What follows belongs to an exercise in optimizing a design on an open flow for small area, a short achievable clock period and few clock cycles per item; a production flow would make more cautious choices. In this exercise RTL edits were held to simulation tests only and were not proved equivalent to the original. Power and IR drop assume default switching activity.

$ cat config.mk
export PLATFORM = sky130hd
export DESIGN_NAME = tetrisGame
export DESIGN_NICKNAME = tetrisGame
export VERILOG_FILES = /design/flow/design.v
export SDC_FILE = /design/flow/constraint.sdc
export NUM_CORES = 8
export LEC_CHECK = 0
export CAP_MARGIN = 20
export CORE_MARGIN = 2
export CORE_UTILIZATION = 60
export SETUP_SLACK_MARGIN = 4
export SLEW_MARGIN = 20
$ cat constraint.sdc
create_clock -name core_clock -period 10.0 [get_ports {count}]
set_input_delay 2.0000 -clock core_clock [delete_from_list [all_inputs] [get_ports {count}]]
set_output_delay 2.0000 -clock core_clock [all_outputs]
set_load 0.01 [all_outputs]
$ cat design.v
`timescale 1ns/100ps
module shapeTable (
	input logic [3:0] shape,
	input logic rotated,
	input logic [4:0] rowHot,
	input logic [9:0] colHot,
	output logic [49:0] mask
);
	localparam logic [255:0] shapeRows = {
		16'h0033, 16'h0033, 16'h0131, 16'h0072, 16'h0232, 16'h0027, 16'h0322, 16'h0047,
		16'h0113, 16'h0071, 16'h1111, 16'h000F, 16'h0132, 16'h0063, 16'h0033, 16'h0033
	};
	localparam logic [255:0] rotatedRows = {
		16'h0033, 16'h0033, 16'h0027, 16'h0131, 16'h0072, 16'h0232, 16'h0071, 16'h0322,
		16'h0047, 16'h0113, 16'h000F, 16'h1111, 16'h0063, 16'h0132, 16'h0033, 16'h0033
	};
	logic [15:0] rowsNow;
	logic [15:0] rowsRot;
	logic [19:0] rows;
	assign rowsNow = shapeRows[16*shape +: 16];
	assign rowsRot = rotatedRows[16*shape +: 16];
	assign rows = {4'd0, rotated ? rowsRot : rowsNow};
	logic [3:0] slotRow [0:4];
	always_comb begin
		for (int m = 0; m < 5; m++) begin
			slotRow[m] = '0;
			for (int j = 0; j < 5; j++) begin
				if (rowHot[j]) slotRow[m] = slotRow[m] | rows[4*((m - j + 5) % 5) +: 4];
			end
		end
	end
	always_comb begin
		for (int m = 0; m < 5; m++) begin
			for (int x = 0; x < 10; x++) begin
				mask[10*m + x] = 1'b0;
				for (int d = 0; d < 4; d++) begin
					if (x - d >= 0) mask[10*m + x] = mask[10*m + x] | (colHot[x - d] & slotRow[m][d]);
				end
			end
		end
	end
endmodule
`timescale 1ns/100ps
module playfield (
	input logic count,
	input logic reset,
	input logic [23:0] inWin,
	input logic [49:0] mask,
	input logic lockPiece,
	input logic [19:0] shiftRow,
	output logic [49:0] win,
	output logic [9:0] top0,
	output logic [9:0] top1,
	input logic [4:0] readRow,
	output logic [9:0] rowBits
);
	logic [9:0] board [0:19];
	always_comb begin
		for (int m = 0; m < 5; m++) begin
			win[10*m +: 10] = '0;
			for (int q = 0; q < 4; q++) begin
				if (inWin[m + 5*q]) win[10*m +: 10] = win[10*m +: 10] | board[m + 5*q];
			end
			if (m < 4 && inWin[20 + m]) win[10*m +: 10] = 10'h3FF;
		end
	end
	assign top0 = board[0];
	assign top1 = board[1];
	always_ff @(posedge count) begin
		for (int i = 0; i < 20; i++) begin
			logic hold, down, add;
			hold = !reset && !shiftRow[i];
			down = !reset && shiftRow[i];
			add = !reset && lockPiece && inWin[i];
			board[i] <= (hold ? board[i] : 10'd0)
				| ((down && i > 0) ? board[(i + 19) % 20] : 10'd0)
				| (add ? mask[10*(i % 5) +: 10] : 10'd0);
		end
	end
	logic [9:0] rowRead;
	logic [4:0] slotSel;
	logic [9:0] rowPiece;
	always_comb begin
		rowRead = '0;
		slotSel = '0;
		for (int i = 0; i < 20; i++) begin
			if (readRow == 5'(i)) begin
				rowRead = board[i];
				slotSel[i % 5] = inWin[i];
			end
		end
		rowPiece = '0;
		for (int m = 0; m < 5; m++) begin
			if (slotSel[m]) rowPiece = rowPiece | mask[10*m +: 10];
		end
	end
	assign rowBits = rowRead | rowPiece;
endmodule
`timescale 1ns/100ps
module gameController (
	input logic count,
	input logic reset,
	input logic cmdValid,
	output logic cmdReady,
	input logic [1:0] cmdCode,
	input logic [3:0] pieceKind,
	output logic [15:0] score,
	output logic gameOver,
	output logic [3:0] shape,
	output logic rotated,
	output logic [4:0] rowHot,
	output logic [9:0] testHot,
	input logic [49:0] mask,
	output logic [23:0] inWin,
	input logic [49:0] win,
	input logic [9:0] top0,
	input logic [9:0] top1,
	output logic lockPiece,
	output logic [19:0] shiftRow
);
	localparam logic [2:0] stReady = 3'd0;
	localparam logic [2:0] stExec = 3'd1;
	localparam logic [2:0] stLock = 3'd2;
	localparam logic [2:0] stClear = 3'd3;
	localparam logic [2:0] stOver = 3'd4;
	localparam logic [31:0] shapeWidth = {
		2'd1, 2'd1, 2'd1, 2'd2, 2'd1, 2'd2, 2'd1, 2'd2,
		2'd1, 2'd2, 2'd0, 2'd3, 2'd1, 2'd2, 2'd1, 2'd1
	};
	localparam logic [31:0] rotatedWidth = {
		2'd1, 2'd1, 2'd2, 2'd1, 2'd2, 2'd1, 2'd2, 2'd1,
		2'd2, 2'd1, 2'd3, 2'd0, 2'd2, 2'd1, 2'd1, 2'd1
	};
	localparam logic [63:0] rotateNext = {
		4'd1, 4'd1, 4'd10, 4'd13, 4'd12, 4'd11, 4'd6, 4'd9,
		4'd8, 4'd7, 4'd4, 4'd5, 4'd2, 4'd3, 4'd1, 4'd1
	};
	localparam logic [63:0] spawnShape = {
		4'd1, 4'd1, 4'd1, 4'd1, 4'd1, 4'd10, 4'd1, 4'd1,
		4'd1, 4'd6, 4'd1, 4'd4, 4'd1, 4'd2, 4'd1, 4'd1
	};
	function automatic logic fitsRight(input logic [9:0] hot, input logic [1:0] w);
		case (w)
			2'd0: fitsRight = 1'b1;
			2'd1: fitsRight = !hot[9];
			2'd2: fitsRight = !(hot[9] | hot[8]);
			default: fitsRight = !(hot[9] | hot[8] | hot[7]);
		endcase
	endfunction
	logic [2:0] state;
	logic [4:0] pRow;
	logic [4:0] pRowHot;
	logic [9:0] pColHot;
	logic [3:0] pShape;
	logic [15:0] pieces;
	logic goLeft, goRight, goRotate;
	logic fallBlockedN;
	assign cmdReady = (state == stReady);
	assign gameOver = (state == stOver);
	assign score = pieces;
	assign shape = pShape;
	assign rotated = goRotate;
	assign rowHot = pRowHot;
	logic [23:0] rowIs;
	always_comb begin
		for (int i = 0; i < 24; i++) rowIs[i] = (i < 20) && (pRow == 5'(i));
		for (int i = 0; i < 24; i++) begin
			inWin[i] = 1'b0;
			for (int k = 0; k < 5; k++) begin
				if (i - k >= 0) inWin[i] = inWin[i] | rowIs[i - k];
			end
		end
	end
	logic [4:0] floorSlot;
	assign floorSlot = {1'b0, inWin[23:20]};
	assign testHot = goLeft ? (pColHot >> 1) : goRight ? (pColHot << 1) : pColHot;
	logic inBounds;
	always_comb begin
		inBounds = 1'b1;
		if (goLeft) inBounds = !pColHot[0];
		if (goRight) inBounds = !pColHot[9] && fitsRight(pColHot << 1, shapeWidth[2*pShape +: 2]);
		if (goRotate) inBounds = fitsRight(pColHot, rotatedWidth[2*pShape +: 2]);
	end
	logic hitHere, hitBelow;
	always_comb begin
		hitHere = 1'b0;
		hitBelow = 1'b0;
		for (int m = 0; m < 5; m++) begin
			hitHere = hitHere | (|(mask[10*m +: 10] & win[10*m +: 10]));
			hitBelow = hitBelow | (|(mask[10*m +: 10] & win[10*((m + 1) % 5) +: 10]));
		end
	end
	logic accept;
	assign accept = cmdValid && (state == stReady);
	logic moveOk;
	assign moveOk = inBounds && !hitHere;
	logic fallOk;
	assign fallOk = moveOk ? !hitBelow : !fallBlockedN;
	assign lockPiece = (state == stExec && moveOk && !fallOk) || (state == stLock);
	logic [4:0] fullAfterLock;
	logic [4:0] fullNow;
	always_comb begin
		for (int m = 0; m < 5; m++) begin
			fullAfterLock[m] = (&(win[10*m +: 10] | mask[10*m +: 10])) && !floorSlot[m];
			fullNow[m] = (&win[10*m +: 10]) && !floorSlot[m];
		end
	end
	logic [4:0] pick;
	logic lastFull;
	always_comb begin
		pick = '0;
		for (int m = 4; m >= 0; m--) begin
			if (fullNow[m]) pick = 5'd1 << m;
		end
		lastFull = (fullNow == pick);
	end
	always_comb begin
		logic above;
		above = 1'b0;
		for (int i = 19; i >= 0; i--) begin
			above = above | (inWin[i] & pick[i % 5]);
			shiftRow[i] = above && (state == stClear);
		end
	end
	logic [9:0] new0, new1;
	always_comb begin
		if (state == stClear) begin
			new0 = shiftRow[0] ? 10'd0 : top0;
			new1 = shiftRow[1] ? top0 : top1;
		end else begin
			new0 = top0 | (inWin[0] ? mask[9:0] : 10'd0);
			new1 = top1 | (inWin[1] ? mask[19:10] : 10'd0);
		end
	end
	logic spawnFits;
	always_comb begin
		case (spawnShape[4*pieceKind +: 4])
			4'd2: spawnFits = !(new0[5] | new0[6] | new1[6] | new1[7]);
			4'd4: spawnFits = !(new0[5] | new0[6] | new0[7] | new0[8]);
			4'd6: spawnFits = !(new0[5] | new1[5] | new1[6] | new1[7]);
			4'd10: spawnFits = !(new0[5] | new0[6] | new0[7] | new1[6]);
			default: spawnFits = !(new0[5] | new0[6] | new1[5] | new1[6]);
		endcase
	end
	logic spawnNow;
	assign spawnNow = (lockPiece && !(|fullAfterLock)) || (state == stClear && lastFull);
	always_ff @(posedge count) begin
		if (reset) begin
			goLeft <= 1'b0;
			goRight <= 1'b0;
			goRotate <= 1'b0;
		end else begin
			goLeft <= accept && cmdCode == 2'd1;
			goRight <= accept && cmdCode == 2'd2;
			goRotate <= accept && cmdCode == 2'd3;
		end
	end
	always_ff @(posedge count) begin
		if (reset) begin
			state <= stReady;
			pieces <= '0;
			pRow <= '0;
			pRowHot <= 5'd1;
			pColHot <= 10'd1 << 5;
			pShape <= spawnShape[4*pieceKind +: 4];
		end else begin
			if (lockPiece) pieces <= pieces + 16'd1;
			if (accept) begin
				fallBlockedN <= hitBelow;
				state <= stExec;
			end else if (spawnNow) begin
				state <= spawnFits ? stReady : stOver;
				pRow <= '0;
				pRowHot <= 5'd1;
				pColHot <= 10'd1 << 5;
				pShape <= spawnShape[4*pieceKind +: 4];
			end else if (lockPiece) begin
				state <= stClear;
			end else if (state == stExec) begin
				if (moveOk) begin
					if (goRotate) pShape <= rotateNext[4*pShape +: 4];
					pColHot <= testHot;
				end
				if (fallOk) begin
					pRow <= pRow + 5'd1;
					pRowHot <= {pRowHot[3:0], pRowHot[4]};
					state <= stReady;
				end else begin
					state <= stLock;
				end
			end
		end
	end
endmodule
`timescale 1ns/100ps
module tetrisGame (
	input logic count,
	input logic reset,
	input logic cmdValid,
	output logic cmdReady,
	input logic [1:0] cmdCode,
	input logic [3:0] pieceKind,
	input logic [4:0] readRow,
	output logic [9:0] rowBits,
	output logic [15:0] score,
	output logic gameOver
);
	logic [23:0] inWin;
	logic [49:0] mask;
	logic [49:0] win;
	logic [9:0] top0;
	logic [9:0] top1;
	logic lockPiece;
	logic [19:0] shiftRow;
	logic [3:0] shape;
	logic rotated;
	logic [4:0] rowHot;
	logic [9:0] testHot;
	gameController controller (
		.count(count),
		.reset(reset),
		.cmdValid(cmdValid),
		.cmdReady(cmdReady),
		.cmdCode(cmdCode),
		.pieceKind(pieceKind),
		.score(score),
		.gameOver(gameOver),
		.shape(shape),
		.rotated(rotated),
		.rowHot(rowHot),
		.testHot(testHot),
		.mask(mask),
		.inWin(inWin),
		.win(win),
		.top0(top0),
		.top1(top1),
		.lockPiece(lockPiece),
		.shiftRow(shiftRow)
	);
	shapeTable cells (
		.shape(shape),
		.rotated(rotated),
		.rowHot(rowHot),
		.colHot(testHot),
		.mask(mask)
	);
	playfield field (
		.count(count),
		.reset(reset),
		.inWin(inWin),
		.mask(mask),
		.lockPiece(lockPiece),
		.shiftRow(shiftRow),
		.win(win),
		.top0(top0),
		.top1(top1),
		.readRow(readRow),
		.rowBits(rowBits)
	);
endmodule
$ cat run.sh
#!/bin/bash
# synth_recipe.tcl (not shown) runs the flow's synth.tcl, then flattens the netlist and writes it again
# the make line also repeats each setting of config.mk as NAME=value (left out here)
make -C /OpenROAD-flow-scripts/flow DESIGN_CONFIG=/design/flow/config.mk WORK_HOME=/design/flow/orfs CLKGATE_MAP_FILE= SYNTH_SCRIPT=/design/flow/synth_recipe.tcl finish
==> results of run 1 <==
## layer usage
| layer | GRT usage, % | overflow |
|---|---|---|
| met3 | 58.5 | 0 |
| met4 | 63.1 | 0 |
| met5 | 38.8 | 0 |
| met1 | 75.6 | 0 |
| met2 | 86.5 | 1 |
## how the worst max path moves through the flow
stage	start	to	slack (ns)	cells after the start
after floorplan	readRow[0]	rowBits[5]	4.02	10
after global placement	readRow[2]	rowBits[4]	2.40	11
after detailed placement	readRow[3]	rowBits[2]	2.44	9
after CTS	readRow[0]	rowBits[4]	3.94	13
## logic make-up after synthesis
kind of cell               count (synthesis)  synth area share (%)
and+or+nand+nor                          544                  16.2
DFF                                      247                  29.4
buffers and inverters                    189                  4.56
muxes                                    218                  13.3
adders and majority gates                 16                  1.17
xor gates and xnor gates                  16                 0.826
AOI/OAI and AO/OA                        831                  34.6
## power groups by stage
| stage | logic, uW | registers [uW] | clock network (uW) |
|---|---|---|---|
| after floorplan | 209 | 1020 | 0 |
| after global placement | 313 | 1030 | 0 |
| after detailed placement | 318 | 1030 | 0 |
| after CTS | 400 | 1000 | 1090 |
## metrics by stage
| stage | utilization (%) | cells | hold slack, ns | total power (uW) |
|---|---|---|---|---|
| floorplan | - | 2061 | 0.467 | 1230 |
| global placement | 64.6 | 2413 | 0.492 | 1340 |
| CTS | 73.4 | 2544 | 0.528 | 2490 |
| detailed placement | 64.6 | 2413 | 0.509 | 1350 |
## timing repair
item | CTS
pin swaps | 53
resized for setup | 240
endpoints found under the setup margin | 246
setup buffers | 75
cloned | 4
==> metrics.csv, run 1 <==
metric;value;unit
Post-DP HPWL;68900;um
Port Buffers;41;
Fail Step;global routing;
status;aborted with a tool error;
synthesized cell area;17000;sq um
Area after DPL;17900;sq um
first error;[ERROR GRT-0116] Global routing finished with congestion. Check the congestion regions in the DRC Viewer.;
YS warnings;6;
pin count of the biggest net entering global routing;92;
GRT overflow;1;
chip height;172;um
flops & latches, synth;247;
share of synthesized registers carrying an async set or reset;0;%
Synth top cells by count;o22ai_1, dfxtp_1, mux2i_1;
vias in the first global route;22068;
Initial Util;61.1;%
most numerous cell in the Yosys netlist;o22ai_1;
Clock Sinks;247;
Ports;42;
GP Congestion;1.25;
total CTS buffers;28;
CTS Root Cell;clkbuf_16;
global-route wire length before repair;155000;um
Std-Cell Rows;61;
register area share after synthesis;29.4;%
Cell variety after synth;98;
syn_area_per_cell;8.23;sq um
area leader, netlist;dfxtp_1;
H-tree depth;1;
total track usage;72.3;%
clock buffer depth;3;
Die Wd;172;um
commonest register cell after synthesis;dfxtp_1;
Yosys top cell area share;28.6;%
syn nets;2090;
Post-synth EDFFs;5;
hold-fix buffers at CTS;0;
synth top area cells;dfxtp_1, mux2i_1, o22ai_1;
pre-CTS setup slack;2.44;ns
Mapped Cells;2061;
Testbench counts, summed over its fixed seeds: cycles 48,558, items 24,000.
==> run 2: changes to the inputs <==
--- a/config.mk
+++ b/config.mk
@@ -7,6 +7,8 @@
 export LEC_CHECK = 0
 export CAP_MARGIN = 20
 export CORE_MARGIN = 2
-export CORE_UTILIZATION = 60
+export CORE_UTILIZATION = 38
+export CTS_CLUSTER_DIAMETER = 100
+export CTS_CLUSTER_SIZE = 20
 export SETUP_SLACK_MARGIN = 4
 export SLEW_MARGIN = 20
==> run 2 against run 1 <==
Effect of this change: now clean on timing, DRC and antenna; synthesized area is the same; synthesized cell count stayed put.
==> metrics.csv, run 2 <==
metric;value;unit;change
status;no timing/DRC/antenna violations;;
initial antenna violation count;18;;
reg2reg start;controller.pShape[0];;
area leader, netlist;dfxtp_1;;
clock buffer depth;3;;unchanged
Core Util, Final;47.6;%;
placed insts;2647;;+9.7%
WL final;120000;um;
DRC errors left;0;;
Slew Viols, Final;0;;
biggest regs;field.board x200, controller.pieces x16, controller.pColHot x10;;
Filler cells;4330;;
drt wl/cell;42.9;um;
commonest non-fill, non-tap cell in the layout;o22ai_1;;
min Tclk post-route;6.18;ns;
Crit path required time;8.00;ns;
syn nets;2090;;unchanged
Switching Fraction;33.4;%;
die area;46400;sq um;
total CTS buffers;17;;-39%
Initial DRC Count;3827;;
Die Wd;215;um;+25%
Vias/cell;7.69;;
fin crit share;61.8;%;
syn_area_per_cell;8.23;sq um;unchanged
Worst setup EP type;output port;;
commonest register cell after synthesis;dfxtp_1;;
Int Pwr;1480;uW;
most numerous cell in the Yosys netlist;o22ai_1;;
chip height;215;um;+25%
pin count of the biggest net entering global routing;73;;
Initial DRT Pass Iterations;13;;
hold-fix buffers at CTS;0;;unchanged
layout cells sized above 1;21.9;%;
Gate power share;22.6;%;
Synth top cells by count;o22ai_1, dfxtp_1, mux2i_1;;
Initial Util;38.5;%;-23 points
synthesized cell area;17000;sq um;unchanged
worst-margin pin slew;1.18;ns;
Biggest register;field.board;;
Cell variety after synth;98;;unchanged
global-route wire length before repair;159000;um;
GRT overflow;0;;
non-filler cells, final;2801;;
CP Class;primary input to output port;;
Port Buffers;41;;unchanged
max-cap violations;0;;
Area after DPL;18400;sq um;+2.3%
share of synthesized registers carrying an async set or reset;0;%;unchanged
synth top area cells;dfxtp_1, mux2i_1, o22ai_1;;
hold path start;controller.pieces[14];;
Clock power frac;32.2;%;
GP Congestion;1.13;;-9.2%
area of the core;44100;sq um;
Post-synth EDFFs;5;;unchanged
Worst setup SP type;primary input;;
worst-skew pair later-pin latency;0.55;ns;
flops & latches, synth;247;;unchanged
setup violators final;0;;
Leak;0.00742;uW;
Rel. slew slack;20.5;%;
CTS Root Cell;clkbuf_16;;
DR vias;21546;;
Pwr Density;106;nW/um^2;
Worst VDD drop;138;uV;
TNS Setup;0;ns;
Std-Cell Rows;77;;+26%
Mapped Cells;2061;;unchanged
Yosys top cell area share;28.6;%;unchanged
CTS clk-pin slew, worst paths;0.08;ns;
Max Clock Skew;0.0264;ns;
CTS tree;done;;
max reg flops;200;;
Finished Cell Area;21000;sq um;
H-tree depth;1;;unchanged
total track usage;49.3;%;
area added between synthesis and finish;23.9;%;
register area share after synthesis;29.4;%;unchanged
switching pwr;741;uW;
CP Launch Point;readRow[3];;
Hold WC Path Type;register to register;;
Final Hold Vio Count;0;;
CP max FO;17;;
YS warnings;6;;unchanged
Ports;42;;unchanged
Critical Path AT;4.18;ns;
final total power;2220;uW;
Nets;2227;;
Max Freq;162;MHz;
RSZ-0062 raised after global routing;true;;
commonest non-fill, non-tap cells in the layout;o22ai_1, dfxtp_1, mux2i_1;;
Post-DP HPWL;83500;um;+21%
vias in the first global route;19203;;
part of the power in registers;45.2;%;
Clock Sinks;247;;unchanged
Detail Route Antenna Nets;0;;
run 2: cell counts after synthesis:
No cell type changed its count.
run 2: layer usage:
layer / up-vias / global-route usage [%] / wire length (um)
met1: 10383 / 58.4 / 42700
met4: 18 / 34.8 / 11500
met3: 641 / 26.4 / 19700
met2: 2009 / 67.5 / 45800
met5: - / 0 / 232
li1: 8495 / - / -
run 2: final cells by class:
type | count | area [sq um] | area share (%)
Clock buffer | 17 | 425 | 2.02
Clock inverter | 5 | 47.5 | 0.226
Antenna cell | 8 | 20.0 | 0.0952
Tap cell | 592 | 741 | 3.52
Inverter | 39 | 151 | 0.720
Timing Repair Buffer | 266 | 2330 | 11.1
Sequential cell | 247 | 5000 | 23.8
Multi-Input combinational cell | 1627 | 12300 | 58.5
run 2: logic make-up (layout without fill, tap and decap cells):
family | Yosys count | after routing | share of synthesized area, %
flops | 247 | 247 | 29.4
other cells | 0 | 8 | 0
mux | 218 | 218 | 13.3
buf+inv | 189 | 327 | 4.56
simple gates | 544 | 544 | 16.2
xor+xnor | 16 | 16 | 0.826
fa+ha+maj | 16 | 16 | 1.17
compound gates | 831 | 833 | 34.6
run 2: through the flow:
step                      worst slack [ns]  hold slack [ns]
after floorplan                       4.02            0.467
after global placement                2.33            0.498
after detailed placement              2.39            0.517
after CTS                             3.79            0.529
after global routing                  3.75            0.557
final                                 3.82            0.550
run 2: power groups by stage:
stage / Combinational (uW) / Clock [uW] / Sequential (uW)
6_report: 501 / 715 / 1000
5_1_grt: 502 / 743 / 1000
4_1_cts: 434 / 706 / 1000
3_5_place_dp: 343 / 0 / 1030
3_3_place_gp: 339 / 0 / 1030
2_1_floorplan: 209 / 0 / 1020
run 2: critical path: stages:
cell       delay, ns
buf_6           0.10
nor2_1          0.07
nand2_2         0.34
nor2_1          0.20
a222oi_1        0.28
buf_4           0.28
o22ai_1         0.15
a2111oi_4       0.41
o221ai_2        0.16
buf_2           0.17
run 2: final timing paths:
check	depth (start not counted)	to	slack, ns
max	10	rowBits[5]	3.82
min	2	controller.pieces[14]	0.55
max reg2reg	20	field.board[5][6]	4.02
min reg2reg	2	controller.pieces[14]	0.55
run 2: timing repair:
item | 4_1_cts | 5_1_grt
pin swaps | 38 | 35
cloned | 5 | 2
buffers inserted | 84 | 33
endpoints found under the setup margin | 246 | 182
resized for setup | 239 | 72
==> run 3: changes to the inputs <==
--- a/design.v
+++ b/design.v
@@ -214,19 +214,24 @@
 		end
 		lastFull = (fullNow == pick);
 	end
+	logic [19:0] pickRow;
 	always_comb begin
-		logic above;
-		above = 1'b0;
-		for (int i = 19; i >= 0; i--) begin
-			above = above | (inWin[i] & pick[i % 5]);
-			shiftRow[i] = above && (state == stClear);
+		for (int i = 0; i < 20; i++) pickRow[i] = inWin[i] & pick[i % 5];
+		for (int i = 0; i < 20; i++) begin
+			logic pickedAbove;
+			pickedAbove = 1'b0;
+			for (int d = 1; d < 5; d++) begin
+				if (i - d >= 0) pickedAbove = pickedAbove | pickRow[i - d];
+			end
+			shiftRow[i] = (state == stClear) && (|pick)
+				&& ((5'(i) < pRow) || (inWin[i] && !pickedAbove));
 		end
 	end
 	logic [9:0] new0, new1;
 	always_comb begin
 		if (state == stClear) begin
-			new0 = shiftRow[0] ? 10'd0 : top0;
-			new1 = shiftRow[1] ? top0 : top1;
+			new0 = (|pick) ? 10'd0 : top0;
+			new1 = ((|pick) && !(pick[0] && inWin[0])) ? top0 : top1;
 		end else begin
 			new0 = top0 | (inWin[0] ? mask[9:0] : 10'd0);
 			new1 = top1 | (inWin[1] ? mask[19:10] : 10'd0);
==> flow/run.sh (new file) <==
#!/bin/bash
# Layout flow: the standard flow (standard.sh), except that synthesis maps
# the logic with this flow's ABC script (flow/abc.script, run by
# flow/synth.tcl). The registers are the standard synthesis's: the standard
# synthesis is run first, in refsyn/, and flow/names.py gives every register
# of this flow's netlist the name the standard synthesis gives the register
# driving the same net (Yosys leaves a few unnamed, and numbers those). If
# that pairing fails, the standard synthesis is used as it is.
# Each tool's full output goes to a log file of its own in the work folder.
set -euo pipefail
work=$(pwd)
results="$work/orfs/results/$FLOW_PLATFORM/tetrisGame/base"
export FLOW_ABC_SCRIPT="$work/flow/abc.script"

# the standard synthesis, as reference for the register names
sed -E "s#WORK_HOME=('[^']*'|[^ ]*)#WORK_HOME=$work/refsyn#" standard.sh > refsyn.sh
bash refsyn.sh synth > "$work/log_refsyn.txt" 2>&1
ref="$work/refsyn/results/$FLOW_PLATFORM/tetrisGame/base/1_2_yosys.v"

# this flow's synthesis, then the register names
if bash standard.sh "SYNTH_SCRIPT=$work/flow/synth.tcl" "$results/1_2_yosys.v" > "$work/log_synth.txt" 2>&1 \
    && python3 "$work/flow/names.py" "$ref" "$results/1_2_yosys.v" > "$work/log_names.txt" 2>&1; then
  echo "own synthesis used"
else
  echo "own synthesis failed or unpaired; using the standard synthesis"
  rm -rf "$work/orfs"
  bash standard.sh synth > "$work/log_synth_standard.txt" 2>&1
fi

# floorplan to the final layout, as the standard flow makes it
bash standard.sh > "$work/log_layout.txt" 2>&1
test -s "$work/out/final.def"
==> flow/abc.script (new file) <==
strash
&get -n
&fraig -x
&put
scorr
dc2
strash
&get -n
&dch -f
&nf
&put
==> flow/names.py (new file) <==
#!/usr/bin/env python3
"""Give the registers of this flow's netlist the instance names the standard
synthesis gives them, pairing registers by the net their Q output drives.
Only registers whose names differ (ones Yosys left unnamed) are renamed.
Exits non-zero, changing nothing, if the registers cannot all be paired."""
import re
import sys

FLOP = re.compile(r"^\s*(sky130_fd_sc_hd__\w*df\w*)\s+(\S+)\s*\((.*?)\);", re.S | re.M)
QPIN = re.compile(r"\.Q\(\s*(.*?)\s*\)\s*(,|$)", re.S)


def flops(text):
    out = {}
    for m in FLOP.finditer(text):
        cell, name, pins = m.group(1), m.group(2), m.group(3)
        q = QPIN.search(pins)
        if not q:
            sys.exit(f"no Q pin on {name}")
        net = q.group(1).strip()
        if net in out:
            sys.exit(f"two registers drive {net}")
        out[net] = (name, cell)
    return out


ref_path, own_path = sys.argv[1], sys.argv[2]
ref = flops(open(ref_path).read())
text = open(own_path).read()
own = flops(text)
if set(ref) != set(own):
    sys.exit("register outputs differ from the standard synthesis")
renames = {}
for net, (name, cell) in own.items():
    rname, rcell = ref[net]
    base = lambda c: re.sub(r"_\d+$", "", c)
    if base(rcell) != base(cell):
        sys.exit(f"register on {net} is {cell}, standard synthesis gives {rcell}")
    if rname != name:
        renames[name] = rname
tokens = set(re.findall(r"\\\S+|[A-Za-z_][A-Za-z0-9_$]*", text))
for old, new in renames.items():
    if new in tokens:
        sys.exit(f"name {new} already used in the netlist")
    n = len(re.findall(r"(?<=\s)" + re.escape(old) + r"(?=\s*\()", text))
    if n != 1:
        sys.exit(f"instance {old} found {n} times")
    text = re.sub(r"(?<=\s)" + re.escape(old) + r"(?=\s*\()", lambda _: new, text)
    print(f"renamed {old} -> {new}")
open(own_path, "w").write(text)
print(f"{len(own)} registers paired, {len(renames)} renamed")
==> flow/synth.tcl (new file) <==
# synth_recipe.tcl with one change: Yosys's abc maps the logic with this
# flow's script (FLOW_ABC_SCRIPT) instead of the one ORFS names. Registers
# are mapped before abc, so they come out as in the standard synthesis.
proc synth {args} { yosys synth -nofsm -noshare {*}$args }
proc abc {args} {
  set i [lsearch -exact $args -script]
  if { $i >= 0 } {
    set args [lreplace $args [expr {$i + 1}] [expr {$i + 1}] $::env(FLOW_ABC_SCRIPT)]
  }
  yosys abc {*}$args
}
source $::env(SCRIPTS_DIR)/synth.tcl
# left out here: clear keep_hierarchy, flatten, clean up, hide names made inside functions, write 1_2_yosys.v
==> standard.sh (new file) <==
#!/bin/bash
# synth_recipe.tcl (not shown) runs the flow's synth.tcl, then flattens the netlist and writes it again
# the make line also repeats each setting of config.mk as NAME=value (left out here)
make -C /OpenROAD-flow-scripts/flow DESIGN_CONFIG=/design/flow/config.mk WORK_HOME=/design/flow/orfs CLKGATE_MAP_FILE= SYNTH_SCRIPT=/design/flow/synth_recipe.tcl "${@:-finish}"
removed: run.sh
==> run 3 against run 2 <==
Effect of this change: clock power increased by 7.7%; critical path type unchanged; final area fell by 7.3%; synthesized cell count decreased by 10%; wire length decreased by 12%; largest cell class unchanged; cell count is 5.1% lower; still clean on timing, DRC and antenna; non-clock buffer count is 10 lower; global-route usage shrank 0.40 points; synthesized area fell by 11%; register-to-register slack worse by 0.05 ns.
==> metrics.csv, run 3 <==
metric;value;unit;change
H-tree depth;1;;unchanged
area added between synthesis and finish;29.0;%;
TNS Setup;0;ns;unchanged
GR Util met3;19.1;%;-7.3 points
max-cap violations;0;;unchanged
met1 Track Usage GR;57.0;%;-1.4 points
global routing usage on met2;70.7;%;+3.3 points
die area;41400;sq um;-11%
chip height;203;um;-5.5%
Nets;2149;;-3.5%
GR peak layer;met2;;
worst-skew pair later-pin latency;0.56;ns;about the same
Max Clock Skew;0.0215;ns;-0.00488 ns
Slew Viols, Final;0;;unchanged
total track usage;48.9;%;-0.40 points
Yosys top cell area share;32.1;%;+3.5 points
DR vias;20675;;-4.0%
DRC errors left;0;;unchanged
Initial Util;38.3;%;-0.16 points
global-route wire length before repair;144000;um;-9.7%
WL final;105000;um;-12%
synth top area cells;dfxtp_1, a22oi_1, o21ai_0;;
Worst setup EP type;output port;;
placed insts;2512;;-5.1%
Max Freq;157;MHz;-3.1%
commonest non-fill, non-tap cells in the layout;dfxtp_1, o21ai_0, buf_4;;
GP Congestion;1.16;;+2.4%
max reg flops;200;;unchanged
Biggest register;field.board;;
Synth top cells by count;dfxtp_1, o21ai_0, a22oi_1;;
status;no timing/DRC/antenna violations;;
Post-synth EDFFs;5;;unchanged
initial antenna violation count;9;;-9
total CTS buffers;18;;+1
Filler cells;3886;;-10%
Initial DRT Pass Iterations;8;;-5
Clock Sinks;247;;unchanged
reg2reg start;controller.pRow[0];;
min Tclk post-route;6.38;ns;+0.201 ns
syn nets;1873;;-10%
Detail Route Antenna Nets;0;;unchanged
Critical Path AT;4.38;ns;+0.20 ns
RSZ-0062 raised after global routing;true;;
CTS Root Cell;clkbuf_16;;
biggest regs;field.board x200, controller.pieces x16, controller.pColHot x10;;
pin count of the biggest net entering global routing;67;;-8.2%
Vias/cell;7.78;;+1.1%
Port Buffers;41;;unchanged
Pwr Density;143;nW/um^2;+35%
synthesized cell area;15100;sq um;-11%
worst-margin pin slew;1.19;ns;+0.00690 ns
commonest non-fill, non-tap cell in the layout;dfxtp_1;;
layout cells sized above 1;19.2;%;-2.7 points
GRT overflow;0;;unchanged
Leak;0.00642;uW;-13%
area of the multi-input gates;11000;sq um;-10%
Post-DP HPWL;77000;um;-7.7%
CTS clk-pin slew, worst paths;0.08;ns;about the same
fin crit share;63.8;%;+2.0 points
Worst setup SP type;primary input;;
setup violators final;0;;unchanged
flops & latches, synth;247;;unchanged
Register Area;5010;sq um;about the same
Die Wd;203;um;-5.5%
Cell variety after synth;67;;-32%
Ports;42;;unchanged
Final Hold Vio Count;0;;unchanged
CP max FO;7;;-10
Rel. slew slack;19.7;%;-0.77 points
drt wl/cell;39.7;um;-7.4%
Crit path required time;8.00;ns;about the same
syn_area_per_cell;8.18;sq um;-0.59%
CP Class;primary input to output port;;
register area share after synthesis;33.1;%;+3.6 points
vias in the first global route;18548;;-3.4%
Std-Cell Rows;73;;-5.2%
most numerous cell in the Yosys netlist;dfxtp_1;;
Initial DRC Count;3948;;+3.2%
share of synthesized registers carrying an async set or reset;0;%;unchanged
hold-fix buffers at CTS;0;;unchanged
area of the core;39500;sq um;-11%
CP Launch Point;readRow[4];;
Worst VDD drop;147;uV;+6.3%
area leader, netlist;dfxtp_1;;
Hold WC Path Type;register to register;;
non-filler cells, final;2658;;-5.1%
commonest register cell after synthesis;dfxtp_1;;
hold path start;controller.pColHot[5];;
YS warnings;6;;unchanged
clock buffer depth;3;;unchanged
Mapped Cells;1846;;-10%
CTS tree;done;;
[run 3: cell types whose count changed in the layout (fill, tap and decap cells not counted), moves of 52 or more]
cell / change
mux2i_1: -193
a221o_1: +52
a22oi_1: +129
a222oi_1: +52
o21ai_0: +122
o22ai_1: -165
[run 3: cell families after synthesis]
family | count (synthesis) | share of synthesized area, %
adders and majority gates | 13 | 1.08
AOI/OAI and AO/OA | 970 | 45.2
muxes | 12 | 0.812
DFF | 247 | 33.1
xor gates and xnor gates | 2 | 0.116
and+or+nand+nor | 575 | 19.0
buffers and inverters | 27 | 0.671
[run 3: routing by layer]
layer  wire [um]  vias to the layer above
met4       11500                        6
li1            -                     8333
met1       36900                     9903
met5          41                        -
met2       42200                     1825
met3       14800                      608
[run 3: report_power, final]
group | switching [uW] | total, uW | internal (uW)
Sequential | 36.4 | 1040 | 1000
Combinational | 689 | 970 | 281
Clock | 417 | 770 | 353
Total | 1140 | 2780 | 1640
[run 3: path summary, 6_finish.rpt]
path	end	slack, ns	cells past startpoint
min reg2reg	controller.pColHot[5]	0.50	2
min	controller.pColHot[5]	0.50	2
max	rowBits[4]	3.62	11
max reg2reg	field.board[8][1]	3.97	15
[run 3: final cells by class]
type / count / area share (%)
timing repair buffer: 256 / 11.1
sequential: 247 / 25.7
multi-input combinational: 1572 / 56.5
tap: 525 / 3.37
clock inverter: 7 / 0.334
clock buffer: 19 / 2.44
inverter: 27 / 0.558
antenna: 5 / 0.0642
[run 3: what timing repair did]
action	CTS	global route
pin swaps	44	34
setup buffers	72	39
setup endpoints to repair	252	229
gates resized for setup	204	100
gates cloned	0	2
[run 3: critical path, cell delays in order]
cell      delay [ns]
buf_12          0.09
nand3b_1        0.20
nor3_2          0.09
buf_6           0.13
a222oi_1        0.72
buf_4           0.29
nand4_1         0.10
a21oi_1         0.14
o221ai_1        0.12
or3_1           0.34
buf_2           0.15
[run 3: metrics by stage]
stage | hold slack (ns) | worst slack, ns | total power, uW | cell area (sq um) | util, %
2_1_floorplan | 0.445 | 3.98 | 1410 | 15100 | -
4_1_cts | 0.490 | 3.86 | 2660 | 18700 | 47.4
5_1_grt | 0.509 | 3.60 | 2810 | 19500 | 49.4
3_3_place_gp | 0.474 | 2.12 | 1840 | 17000 | 43.1
3_5_place_dp | 0.477 | 1.99 | 1840 | 17000 | 43.2
6_report | 0.495 | 3.62 | 2780 | 19500 | 49.4
Testbench counts of run 3, summed over its fixed seeds: cycles 48,558, items 24,000.
==> run 4: changes to the inputs <==
--- a/design.v
+++ b/design.v
@@ -61,7 +61,6 @@
 			for (int q = 0; q < 4; q++) begin
 				if (inWin[m + 5*q]) win[10*m +: 10] = win[10*m +: 10] | board[m + 5*q];
 			end
-			if (m < 4 && inWin[20 + m]) win[10*m +: 10] = 10'h3FF;
 		end
 	end
 	assign top0 = board[0];
@@ -186,8 +185,10 @@
 		hitHere = 1'b0;
 		hitBelow = 1'b0;
 		for (int m = 0; m < 5; m++) begin
-			hitHere = hitHere | (|(mask[10*m +: 10] & win[10*m +: 10]));
-			hitBelow = hitBelow | (|(mask[10*m +: 10] & win[10*((m + 1) % 5) +: 10]));
+			hitHere = hitHere | (|(mask[10*m +: 10] & win[10*m +: 10]))
+				| ((|mask[10*m +: 10]) & floorSlot[m]);
+			hitBelow = hitBelow | (|(mask[10*m +: 10] & win[10*((m + 1) % 5) +: 10]))
+				| ((|mask[10*m +: 10]) & floorSlot[(m + 1) % 5]);
 		end
 	end
 	logic accept;
@@ -201,8 +202,8 @@
 	logic [4:0] fullNow;
 	always_comb begin
 		for (int m = 0; m < 5; m++) begin
-			fullAfterLock[m] = (&(win[10*m +: 10] | mask[10*m +: 10])) && !floorSlot[m];
-			fullNow[m] = (&win[10*m +: 10]) && !floorSlot[m];
+			fullAfterLock[m] = &(win[10*m +: 10] | mask[10*m +: 10]);
+			fullNow[m] = &win[10*m +: 10];
 		end
 	end
 	logic [4:0] pick;
==> run 4 against run 3 <==
Effect of this change: via count increased by 7.1%; sequential power about the same; flip-flop and latch count unchanged; largest power group unchanged; count of clock-buffer cells in the layout unchanged; sequential share of layout area decreased by 0.36 points; combinational power decreased by 18%; first-iteration DRC count increased by 20%; clock power decreased by 2%; fmax increased by 0.60%; global-route usage increased by 3.0 points; clock skew increased by 0.031 ns; still clean; hold slack improved by 0.041 ns.
==> metrics.csv, run 4 <==
metric;value;unit;change
status;no timing/DRC/antenna violations;;
global-route wire length before repair;159000;um;+11%
Hold WC Path Type;register to register;;
TNS Setup;0;ns;unchanged
die area;42900;sq um;+3.7%
min Tclk post-route;6.34;ns;-0.0380 ns
Std-Cell Rows;74;;+1.4%
Slew Viols, Final;0;;unchanged
WL final;118000;um;+12%
slowest stage delay, CP;0.68;ns;-0.04 ns
Max Clock Skew;0.0522;ns;+0.0307 ns
Synth top cells by count;dfxtp_1, o21ai_0, a22oi_1;;
commonest register cell after synthesis;dfxtp_1;;
Cell variety after synth;64;;-4.5%
area leader, netlist;dfxtp_1;;
GRT overflow;0;;unchanged
CP most frequent cell;buf_6;;
Initial Util;38.5;%;+0.19 points
clock buffer depth;3;;unchanged
area added between synthesis and finish;26.1;%;
DR vias;22148;;+7.1%
CTS Root Cell;clkbuf_16;;
worst-skew pair later-pin latency;0.57;ns;about the same
commonest non-fill, non-tap cell in the layout;dfxtp_1;;
CP Class;primary input to output port;;
most numerous cell in the Yosys netlist;dfxtp_1;;
drt wl/cell;42.8;um;+8.0%
syn nets;1987;;+6.1%
Worst VDD drop;204;uV;+38%
Crit path required time;8.00;ns;about the same
Critical Path AT;4.34;ns;-0.04 ns
area of the core;40700;sq um;+3.2%
RSZ-0062 raised after global routing;true;;
total CTS buffers;17;;-1
Max Freq;158;MHz;+0.60%
CP Buf/Inv Count;4;;unchanged
vias in the first global route;19826;;+6.9%
fin crit share;63.4;%;-0.38 points
CP delay by family, top;compound AO/OA/AOI/OAI gates;;
global routing usage on met2;72.1;%;+1.4 points
CP Cell Sequence;buf_8, nand3b_1, buf_6, nor2_4, buf_6, a222oi_1, nand4_1, a221oi_4, o221a_1, nand2_1, buf_2;;
Hold Path Depth;2;;unchanged
Mapped Cells;1960;;+6.2%
CTS tree;done;;
max reg flops;200;;unchanged
layout cells sized above 1;17.6;%;-1.6 points
GR Util met3;22.9;%;+3.8 points
Worst setup SP type;primary input;;
hold-fix buffers at CTS;0;;unchanged
commonest non-fill, non-tap cells in the layout;dfxtp_1, o21ai_0, a22oi_1;;
max-cap violations;0;;unchanged
YS warnings;5;;-1
met1 Track Usage GR;61.2;%;+4.2 points
synthesized cell area;15700;sq um;+3.8%
Initial DRT Pass Iterations;12;;+4
chip height;207;um;+1.8%
Initial DRC Count;4735;;+20%
biggest regs;field.board x200, controller.pieces x16, controller.pColHot x10;;
worst-margin pin slew;1.13;ns;-0.0586 ns
Port Buffers;41;;unchanged
path depth of the worst reg2reg path;13;;-2
CTS clk-pin slew, worst paths;0.09;ns;about the same
flops & latches, synth;247;;unchanged
Worst setup EP type;output port;;
GP Congestion;1.18;;+1.6%
syn_area_per_cell;8.00;sq um;-2.3%
share of synthesized registers carrying an async set or reset;0;%;unchanged
Post-synth EDFFs;5;;unchanged
CP max FO;7;;unchanged
H-tree depth;1;;unchanged
register area share after synthesis;31.9;%;-1.2 points
WHS;0.536;ns;+0.0407 ns
Pwr Density;130;nW/um^2;-8.7%
Clock Sinks;247;;unchanged
Nets;2229;;+3.7%
Rel. slew slack;23.4;%;+3.7 points
Biggest register;field.board;;
synth top area cells;dfxtp_1, a22oi_1, o21ai_0;;
Final Hold Vio Count;0;;unchanged
Critical Path Stages;11;;unchanged
total track usage;51.9;%;+3.0 points
Yosys top cell area share;30.9;%;-1.2 points
critical path's slowest cell;a222oi_1;;
Vias/cell;8.06;;+3.6%
setup violators final;0;;unchanged
DRC errors left;0;;unchanged
Leak;0.00676;uW;+5.2%
Post-DP HPWL;84800;um;+10%
GR peak layer;met2;;
initial antenna violation count;14;;+5
Ports;42;;unchanged
Detail Route Antenna Nets;0;;unchanged
Die Wd;207;um;+1.8%
pin count of the biggest net entering global routing;39;;-42%
run 4: path summary, 6_finish.rpt:
kind	startpoint	to	slack (ns)
min reg2reg	controller.state[0]	controller.state[0]	0.54
max	readRow[4]	rowBits[9]	3.66
max reg2reg	controller.goRight	field.board[17][6]	4.01
min	controller.state[0]	controller.state[0]	0.54
run 4: cell families (layout without fill, tap and decap cells):
logic type               after synthesis  in the layout  synth area share (%)
other                                  0              9                     0
multiplexers                          11             11                 0.718
XOR/XNOR                               3              3                 0.168
buffers and inverters                 76            322                  1.82
flip-flops                           247            247                  31.9
AND/OR/NAND/NOR                      591            592                  19.0
adder cells (fa/ha/maj)               13             13                  1.04
AO/OA/AOI/OAI                       1019           1019                  45.4
run 4: per-layer routing:
| layer | part of all wire [%] | wire length (um) | vias up |
|---|---|---|---|
| met5 | 0.11 | 124 | - |
| met4 | 11 | 13000 | 8 |
| met3 | 16 | 19200 | 715 |
| met2 | 39 | 45700 | 2228 |
| met1 | 34 | 39700 | 10505 |
| li1 | - | - | 8692 |
run 4: cell type report:
cell class / count / area [sq um]
fillers: 4053 / 21000
multi-input cells: 1638 / 11400
flip-flops and latches: 247 / 5010
repair buffers: 222 / 1850
well taps: 532 / 666
clock buffers: 19 / 433
inverters: 76 / 297
clock inverters: 5 / 75.1
diodes: 9 / 22.5
run 4: power by group:
| group | leakage [uW] | total, uW | internal, uW | switching (uW) |
|---|---|---|---|---|
| logic | 0.00451 | 792 | 206 | 587 |
| clock network | 0.000245 | 755 | 345 | 410 |
| registers | 0.00200 | 1030 | 997 | 29.2 |
run 4: per-stage QoR:
step | util (%) | cell area, sq um | total power [uW] | instances | setup slack, ns
after floorplan | - | 15700 | 1320 | 1960 | 4.05
after global placement | 43.1 | 17500 | 1670 | 2625 | 1.53
after detailed placement | 43.1 | 17600 | 1680 | 2625 | 1.77
after CTS | 47.3 | 19300 | 2460 | 2715 | 3.91
after global routing | 48.5 | 19700 | 2580 | 2740 | 3.70
final | 48.5 | 19800 | 2570 | 2748 | 3.66
run 4: worst min-delay path, cell delays in order, from the launching register on:
cell and delay [ns]:
dfxtp_1 0.35, nand3_1 0.08, a21oi_1 0.06
run 4: repair_timing:
item,CTS,global route
setup endpoints to repair,257,206
pin swaps,53,42
gates cloned,0,2
resized for setup,243,79
setup buffers,66,22
Testbench counts of run 4, summed over its fixed seeds: cycles 48,558, items 24,000.
==> run 5: changes to the inputs <==
--- a/flow/run.sh
+++ b/flow/run.sh
@@ -11,6 +11,7 @@
 work=$(pwd)
 results="$work/orfs/results/$FLOW_PLATFORM/tetrisGame/base"
 export FLOW_ABC_SCRIPT="$work/flow/abc.script"
+FLOW_ROUTE_MARGIN=4.3
 
 # the standard synthesis, as reference for the register names
 sed -E "s#WORK_HOME=('[^']*'|[^ ]*)#WORK_HOME=$work/refsyn#" standard.sh > refsyn.sh
@@ -27,6 +28,9 @@
   bash standard.sh synth > "$work/log_synth_standard.txt" 2>&1
 fi
 
-# floorplan to the final layout, as the standard flow makes it
-bash standard.sh > "$work/log_layout.txt" 2>&1
+# floorplan to clock tree synthesis, as the standard flow makes it
+bash standard.sh cts > "$work/log_layout.txt" 2>&1
+# routing to the final layout; the timing repair after global routing aims
+# a little higher, for what detailed routing loses
+bash standard.sh "SETUP_SLACK_MARGIN=$FLOW_ROUTE_MARGIN" > "$work/log_route.txt" 2>&1
 test -s "$work/out/final.def"
==> run 5 against run 4 <==
Effect of this change: clock power about the same; critical path depth stayed put; utilization up 1.4 points; first-iteration DRC count up 4.0%; synthesized area unchanged; total power up 1.3%; die area unchanged; combinational power is 5.2% higher; highest routed layer unchanged.
==> metrics.csv, run 5 <==
metric;value;unit;change
Max Freq;157;MHz;-0.20%
DR vias;22478;;+1.5%
Biggest register;field.board;;
Core Util, Final;49.9;%;+1.4 points
CTS Root Cell;clkbuf_16;;
syn_area_per_cell;8.00;sq um;unchanged
commonest non-fill, non-tap cell in the layout;dfxtp_1;;
Leak;0.00706;uW;+4.5%
share of synthesized registers carrying an async set or reset;0;%;unchanged
critical path's slowest cell;a222oi_1;;
Initial DRT Pass Iterations;12;;unchanged
worst-margin pin slew;1.17;ns;+0.0421 ns
Port Buffers;41;;unchanged
Clock Sinks;247;;unchanged
Final Hold Vio Count;0;;unchanged
area added between synthesis and finish;29.7;%;
Critical Path AT;4.36;ns;+0.02 ns
chip height;207;um;unchanged
Crit path required time;8.00;ns;about the same
CP Cell Sequence;buf_8, nand3b_1, buf_6, nor2_4, buf_6, a222oi_1, nand4_1, a221oi_4, o221a_1, nand2_1, buf_2;;
RSZ-0062 raised after global routing;true;;
syn nets;1987;;unchanged
YS warnings;5;;unchanged
CP most frequent cell;buf_6;;
CP Class;primary input to output port;;
TNS Setup;0;ns;unchanged
layout cells sized above 1;20.3;%;+2.7 points
Worst setup SP type;primary input;;
CP max FO;7;;unchanged
initial antenna violation count;17;;+3
biggest regs;field.board x200, controller.pieces x16, controller.pColHot x10;;
flops & latches, synth;247;;unchanged
clock buffer depth;3;;unchanged
register area share after synthesis;31.9;%;unchanged
Initial Util;38.5;%;unchanged
Worst setup EP type;output port;;
Detail Route Antenna Nets;0;;unchanged
Vias/cell;8.06;;about the same
max-cap violations;0;;unchanged
GRT overflow;0;;unchanged
H-tree depth;1;;unchanged
setup violators final;0;;unchanged
drt wl/cell;42.4;um;-0.93%
Max Clock Skew;0.0528;ns;+0.000524 ns
Die Wd;207;um;unchanged
Hold WC Path Type;register to register;;
Pwr Density;128;nW/um^2;-1.5%
Filler cells;3997;;-1.4%
min Tclk post-route;6.36;ns;+0.0125 ns
most numerous cell in the Yosys netlist;dfxtp_1;;
area of the core;40700;sq um;unchanged
commonest non-fill, non-tap cells in the layout;dfxtp_1, o21ai_0, buf_4;;
WL final;118000;um;+0.59%
slowest stage delay, CP;0.69;ns;about the same
DRC errors left;0;;unchanged
commonest register cell after synthesis;dfxtp_1;;
CTS tree;done;;
GP Congestion;1.18;;unchanged
Mapped Cells;1960;;unchanged
Worst VDD drop;202;uV;-0.60%
Nets;2268;;+1.7%
Post-synth EDFFs;5;;unchanged
Slew Viols, Final;0;;unchanged
synth top area cells;dfxtp_1, a22oi_1, o21ai_0;;
worst-skew pair later-pin latency;0.57;ns;about the same
Ports;42;;unchanged
status;no timing/DRC/antenna violations;;
total CTS buffers;17;;unchanged
die area;42900;sq um;unchanged
pin count of the biggest net entering global routing;39;;unchanged
area leader, netlist;dfxtp_1;;
Finished Cell Area;20300;sq um;+2.9%
Yosys top cell area share;30.9;%;unchanged
Std-Cell Rows;74;;unchanged
total track usage;51.9;%;unchanged
vias in the first global route;19826;;unchanged
synthesized cell area;15700;sq um;unchanged
Cell variety after synth;64;;unchanged
Initial DRC Count;4924;;+4.0%
Rel. slew slack;21.1;%;-2.4 points
fin crit share;63.6;%;+0.13 points
Area after DPL;17600;sq um;unchanged
CP Buf/Inv Count;4;;unchanged
Synth top cells by count;dfxtp_1, o21ai_0, a22oi_1;;
CP delay by family, top;compound AO/OA/AOI/OAI gates;;
CTS clk-pin slew, worst paths;0.09;ns;about the same
global-route wire length before repair;159000;um;unchanged
Post-DP HPWL;84800;um;unchanged
max reg flops;200;;unchanged
-- run 5: cell types whose count changed in the layout (fill, tap and decap cells not counted), moves of 3 or more --
cell	previous run	this run
a21oi_1	106	101
buf_12	3	6
nor2b_4	1	4
nor2b_1	14	9
clkbuf_8	0	3
a21boi_4	2	6
buf_4	151	178
a21oi_2	3	8
nor2_4	10	13
nor2_1	134	131
a21boi_2	9	6
nor2b_2	5	8
diode_2	9	12
-- run 5: area by class of cell --
cell class | instances | area, sq um | share of cell area, %
multi-input combinational | 1640 | 11600 | 57.1
tap | 532 | 666 | 3.27
inverter | 76 | 299 | 1.47
clock buffer | 19 | 433 | 2.13
sequential | 247 | 5010 | 24.6
antenna | 12 | 30.0 | 0.148
timing repair buffer | 259 | 2200 | 10.8
clock inverter | 5 | 75.1 | 0.369
-- run 5: power by group --
part,internal [uW],switching (uW)
sequential,996,26.1
clock,345,407
combinational,233,599
total,1570,1030
-- run 5: metrics by stage --
step	total power, uW	instances	hold slack, ns	setup WS [ns]
6_report	2610	2790	0.533	3.64
5_1_grt	2620	2779	0.565	3.70
4_1_cts	2460	2715	0.529	3.91
3_5_place_dp	1680	2625	0.515	1.77
3_3_place_gp	1670	2625	0.491	1.53
2_1_floorplan	1320	1960	0.455	4.05
-- run 5: what timing repair did --
action	in CTS	in global routing
hold buffers	0	0
resized for setup	243	139
gates cloned	0	4
buffers inserted	66	59
hold endpoints to repair	0	0
pin swaps	53	54
setup endpoints to repair	257	247
-- run 5: logic make-up after synthesis --
kind of cell,synth area share [%]
and+or+nand+nor,19.0
muxes,0.718
AOI/OAI and AO/OA,45.4
xor gates and xnor gates,0.168
buffers and inverters,1.82
adders and majority gates,1.04
DFF,31.9
-- run 5: final timing paths --
path | endpoint | cells after the start | slack (ns) | from
worst max-delay path | rowBits[9] | 11 | 3.64 | readRow[4]
worst min-delay path | controller.state[0] | 2 | 0.53 | controller.state[0]
worst max register to register | field.board[11][3] | 18 | 4.31 | controller.pRow[2]
worst min register to register | controller.state[0] | 2 | 0.53 | controller.state[0]
-- run 5: metal layers --
layer / part of all wire, % / up-vias / track usage [%]
met5: 0.12 / - / 1.67
met4: 11 / 12 / 42.6
met3: 16 / 764 / 22.9
met2: 39 / 2292 / 72.1
met1: 34 / 10638 / 61.2
li1: - / 8772 / -
-- run 5: worst min-delay path: stages (launching register included) --
cell     delay [ns]
dfxtp_1        0.35
nand3_1        0.08
a21oi_1        0.06
==> run 6: changes to the inputs <==
--- a/flow/run.sh
+++ b/flow/run.sh
@@ -11,7 +11,8 @@
 work=$(pwd)
 results="$work/orfs/results/$FLOW_PLATFORM/tetrisGame/base"
 export FLOW_ABC_SCRIPT="$work/flow/abc.script"
-FLOW_ROUTE_MARGIN=4.3
+# a222oi comes in one weak size only, too slow on the long read-out wires
+export FLOW_DONT_USE="sky130_fd_sc_hd__a222oi_1"
 
 # the standard synthesis, as reference for the register names
 sed -E "s#WORK_HOME=('[^']*'|[^ ]*)#WORK_HOME=$work/refsyn#" standard.sh > refsyn.sh
@@ -28,9 +29,6 @@
   bash standard.sh synth > "$work/log_synth_standard.txt" 2>&1
 fi
 
-# floorplan to clock tree synthesis, as the standard flow makes it
-bash standard.sh cts > "$work/log_layout.txt" 2>&1
-# routing to the final layout; the timing repair after global routing aims
-# a little higher, for what detailed routing loses
-bash standard.sh "SETUP_SLACK_MARGIN=$FLOW_ROUTE_MARGIN" > "$work/log_route.txt" 2>&1
+# floorplan to the final layout, as the standard flow makes it
+bash standard.sh > "$work/log_layout.txt" 2>&1
 test -s "$work/out/final.def"
==> flow/synth.tcl (replaced) <==
# synth_recipe.tcl with one change: Yosys's abc maps the logic with this
# flow's script (FLOW_ABC_SCRIPT) instead of the one ORFS names, and without
# the cells listed in FLOW_DONT_USE. Registers are mapped before abc, so they
# come out as in the standard synthesis.
proc synth {args} { yosys synth -nofsm -noshare {*}$args }
proc abc {args} {
  set i [lsearch -exact $args -script]
  if { $i >= 0 } {
    set args [lreplace $args [expr {$i + 1}] [expr {$i + 1}] $::env(FLOW_ABC_SCRIPT)]
  }
  foreach c $::env(FLOW_DONT_USE) { lappend args -dont_use $c }
  yosys abc {*}$args
}
source $::env(SCRIPTS_DIR)/synth.tcl
# left out here: clear keep_hierarchy, flatten, clean up, hide names made inside functions, write 1_2_yosys.v
==> run 6 against run 5 <==
Effect of this change: setup slack gained 0.069 ns; utilization shrank 1.2 points; register-to-register slack lost 0.34 ns; final area shrank 2.0%; first-iteration DRC count shrank 24%; critical path depth is the same; total power shrank 5.0%; largest power group unchanged; die area grew 0.76%; wire length shrank 4.7%; sequential power is essentially flat; sequential share of layout area grew 0.48 points.
==> metrics.csv, run 6 <==
metric;value;unit;change
Nets;2264;;-0.18%
GRT overflow;0;;unchanged
Vias/cell;7.87;;-2.3%
area of the multi-input gates;11700;sq um;+0.96%
min Tclk post-route;6.29;ns;-0.0691 ns
Post-DP HPWL;82800;um;-2.3%
synthesized cell area;15800;sq um;+0.78%
Post-synth EDFFs;5;;unchanged
chip height;208;um;+0.38%
Crit path required time;8.00;ns;about the same
Filler cells;4091;;+2.4%
CP Class;primary input to output port;;
Clock Sinks;247;;unchanged
flops & latches, synth;247;;unchanged
Worst VDD drop;107;uV;-47%
Leak;0.00671;uW;-4.9%
most numerous cell in the Yosys netlist;o21ai_0;;
initial antenna violation count;7;;-10
Initial Util;38.6;%;+0.13 points
commonest non-fill, non-tap cells in the layout;a22oi_1, o21ai_0, dfxtp_1;;
YS warnings;5;;unchanged
Synth top cells by count;o21ai_0, a22oi_1, dfxtp_1;;
layout cells sized above 1;18.0;%;-2.3 points
clock buffer depth;3;;unchanged
Max Clock Skew;0.0281;ns;-0.0247 ns
Yosys top cell area share;30.7;%;-0.24 points
commonest non-fill, non-tap cell in the layout;a22oi_1;;
fin crit share;62.9;%;-0.69 points
share of synthesized registers carrying an async set or reset;0;%;unchanged
syn nets;2024;;+1.9%
global-route wire length before repair;155000;um;-2.4%
Initial DRC Count;3744;;-24%
Pwr Density;124;nW/um^2;-3.1%
Ports;42;;unchanged
area added between synthesis and finish;26.2;%;
Final Hold Vio Count;0;;unchanged
Die Wd;208;um;+0.38%
max-cap violations;0;;unchanged
final total power;2480;uW;-5.0%
Mapped Cells;1997;;+1.9%
pre-CTS setup slack;2.03;ns;+0.257 ns
worst-margin pin slew;1.06;ns;-0.118 ns
DR vias;21879;;-2.7%
CP max FO;6;;-1
Port Buffers;41;;unchanged
DRC errors left;0;;unchanged
TNS Setup;0;ns;unchanged
WL final;113000;um;-4.7%
Detail Route Antenna Nets;0;;unchanged
CTS Root Cell;clkbuf_16;;
final worst slack;3.71;ns;+0.0692 ns
drt wl/cell;40.6;um;-4.4%
die area;43200;sq um;+0.76%
setup violators final;0;;unchanged
H-tree depth;1;;unchanged
Biggest register;field.board;;
commonest register cell after synthesis;dfxtp_1;;
total track usage;49.9;%;-2.0 points
Hold WC Path Type;register to register;;
max reg flops;200;;unchanged
Cell variety after synth;65;;+1.6%
status;no timing/DRC/antenna violations;;
Std-Cell Rows;74;;unchanged
Initial DRT Pass Iterations;10;;-2
Rel. slew slack;29.5;%;+8.4 points
syn_area_per_cell;7.91;sq um;-1.1%
area of the core;40900;sq um;+0.45%
Worst setup SP type;primary input;;
RSZ-0062 raised after global routing;true;;
register area share after synthesis;31.6;%;-0.25 points
Slew Viols, Final;0;;unchanged
Register Area;5010;sq um;about the same
Max Freq;159;MHz;+1.1%
worst-skew pair later-pin latency;0.56;ns;about the same
GP Congestion;1.14;;-3.6%
CTS tree;done;;
CTS clk-pin slew, worst paths;0.08;ns;about the same
area leader, netlist;dfxtp_1;;
synth top area cells;dfxtp_1, a22oi_1, o21ai_0;;
Critical Path AT;4.29;ns;-0.07 ns
pin count of the biggest net entering global routing;50;;+28%
total CTS buffers;17;;unchanged
biggest regs;field.board x200, controller.pieces x16, controller.pColHot x10;;
Worst setup EP type;output port;;
vias in the first global route;19848;;+0.11%
[run 6: power by group]
group / switching, uW / total [uW] / internal (uW) / leakage (uW)
combinational: 527 / 737 / 210 / 0.00447
sequential: 28.4 / 1020 / 996 / 0.00200
clock: 399 / 716 / 317 / 0.000237
total: 954 / 2480 / 1520 / 0.00671
[run 6: layout make-up]
type | count | share of cell area, %
tap | 532 | 3.34
timing repair buffer | 219 | 9.25
multi-input combinational | 1705 | 58.8
clock inverter | 5 | 0.257
antenna | 8 | 0.100
inverter | 47 | 0.954
sequential | 247 | 25.1
clock buffer | 18 | 2.15
[run 6: routing by layer]
metal	GRT usage [%]	share of wire (%)	vias to the layer above	routed length [um]
met2	70.6	40	2088	45100
met1	57.8	35	10365	39000
met3	21.0	14	670	16000
met5	2.89	0.13	-	152
li1	-	-	8748	-
met4	42.8	11	8	12600
[run 6: worst max-delay path, stage by stage]
cell and delay, ns:
buf_8 0.10, or3b_4 0.29, buf_6 0.13, nor2_4 0.07
a22o_1 0.26, a221oi_2 0.18, nand4_1 0.38, nor3_2 0.29
o221ai_1 0.13, a211o_1 0.28, buf_2 0.15
[run 6: kinds of logic (layout without fill, tap and decap cells)]
logic type                 Yosys count  after routing  synth area share [%]
other                                0              8                     0
adders and majority gates           13             13                  1.03
and+or+nand+nor                    594            595                  19.3
xor gates and xnor gates             3              3                 0.166
buffers and inverters               47            289                  1.12
muxes                               11             11                 0.713
DFF                                247            247                  31.6
AOI/OAI and AO/OA                 1082           1083                  46.1
[run 6: stage by stage]
stage | utilization, % | area (sq um) | hold slack (ns) | std cells
floorplan | - | 15800 | 0.469 | 1997
global placement | 43.4 | 17700 | 0.495 | 2668
detailed placement | 43.4 | 17700 | 0.514 | 2669
CTS | 47.4 | 19400 | 0.535 | 2758
global route | 48.7 | 19900 | 0.575 | 2776
finish | 48.7 | 19900 | 0.533 | 2781
[run 6: what timing repair did]
item | in CTS | in global routing
buffers inserted | 64 | 10
hold buffers | 0 | 0
resized for setup | 242 | 85
pin swaps | 45 | 31
cloned | 2 | 1
endpoints found under the setup margin | 257 | 247
hold endpoints to repair | 0 | 0
[run 6: worst paths after layout]
kind                    startpoint                    end  slack (ns)  cells past startpoint
min          controller.pieces[15]  controller.pieces[15]        0.53                      2
min reg2reg  controller.pieces[15]  controller.pieces[15]        0.53                      2
max                     readRow[3]             rowBits[4]        3.71                     11
max reg2reg     controller.pRow[4]      field.board[9][4]        3.97                     15

## port drivers added, routing unchanged
The results above use ideal ports. As a check the final layouts listed here were re-extracted and re-timed, cells and wires unchanged.
Step 1 (the two cells are an assumption about what drives the block):
set clk [get_ports {count}]
set_driving_cell -lib_cell sky130_fd_sc_hd__clkbuf_16 $clk
set_driving_cell -lib_cell sky130_fd_sc_hd__buf_2 [delete_from_list [all_inputs] $clk]
Step 2, shift: input delay + t, output delay - t, t = (earliest + latest rising clock arrival at the registers) / 2. This alone moves slack from input paths to output paths.
Three values: ideal, step 1, step 2; two values: the first two.
run	t, ns	setup WS [ns]	worst setup path at the end
run 2	0.591	3.818 / 3.700 / 3.700	input to output
run 3	0.611	3.618 / 3.546 / 3.546	input to output
run 4	0.602	3.656 / 3.601 / 3.601	input to output
run 5	0.601	3.643 / 3.589 / 3.589	input to output
run 6	0.601	3.712 / 3.673 / 3.673	input to output
After both steps setup and hold are still met in every run listed. The setup slack of run 2, which loses most, moves by -0.118 ns with the drivers and by -0.118 ns with both steps.
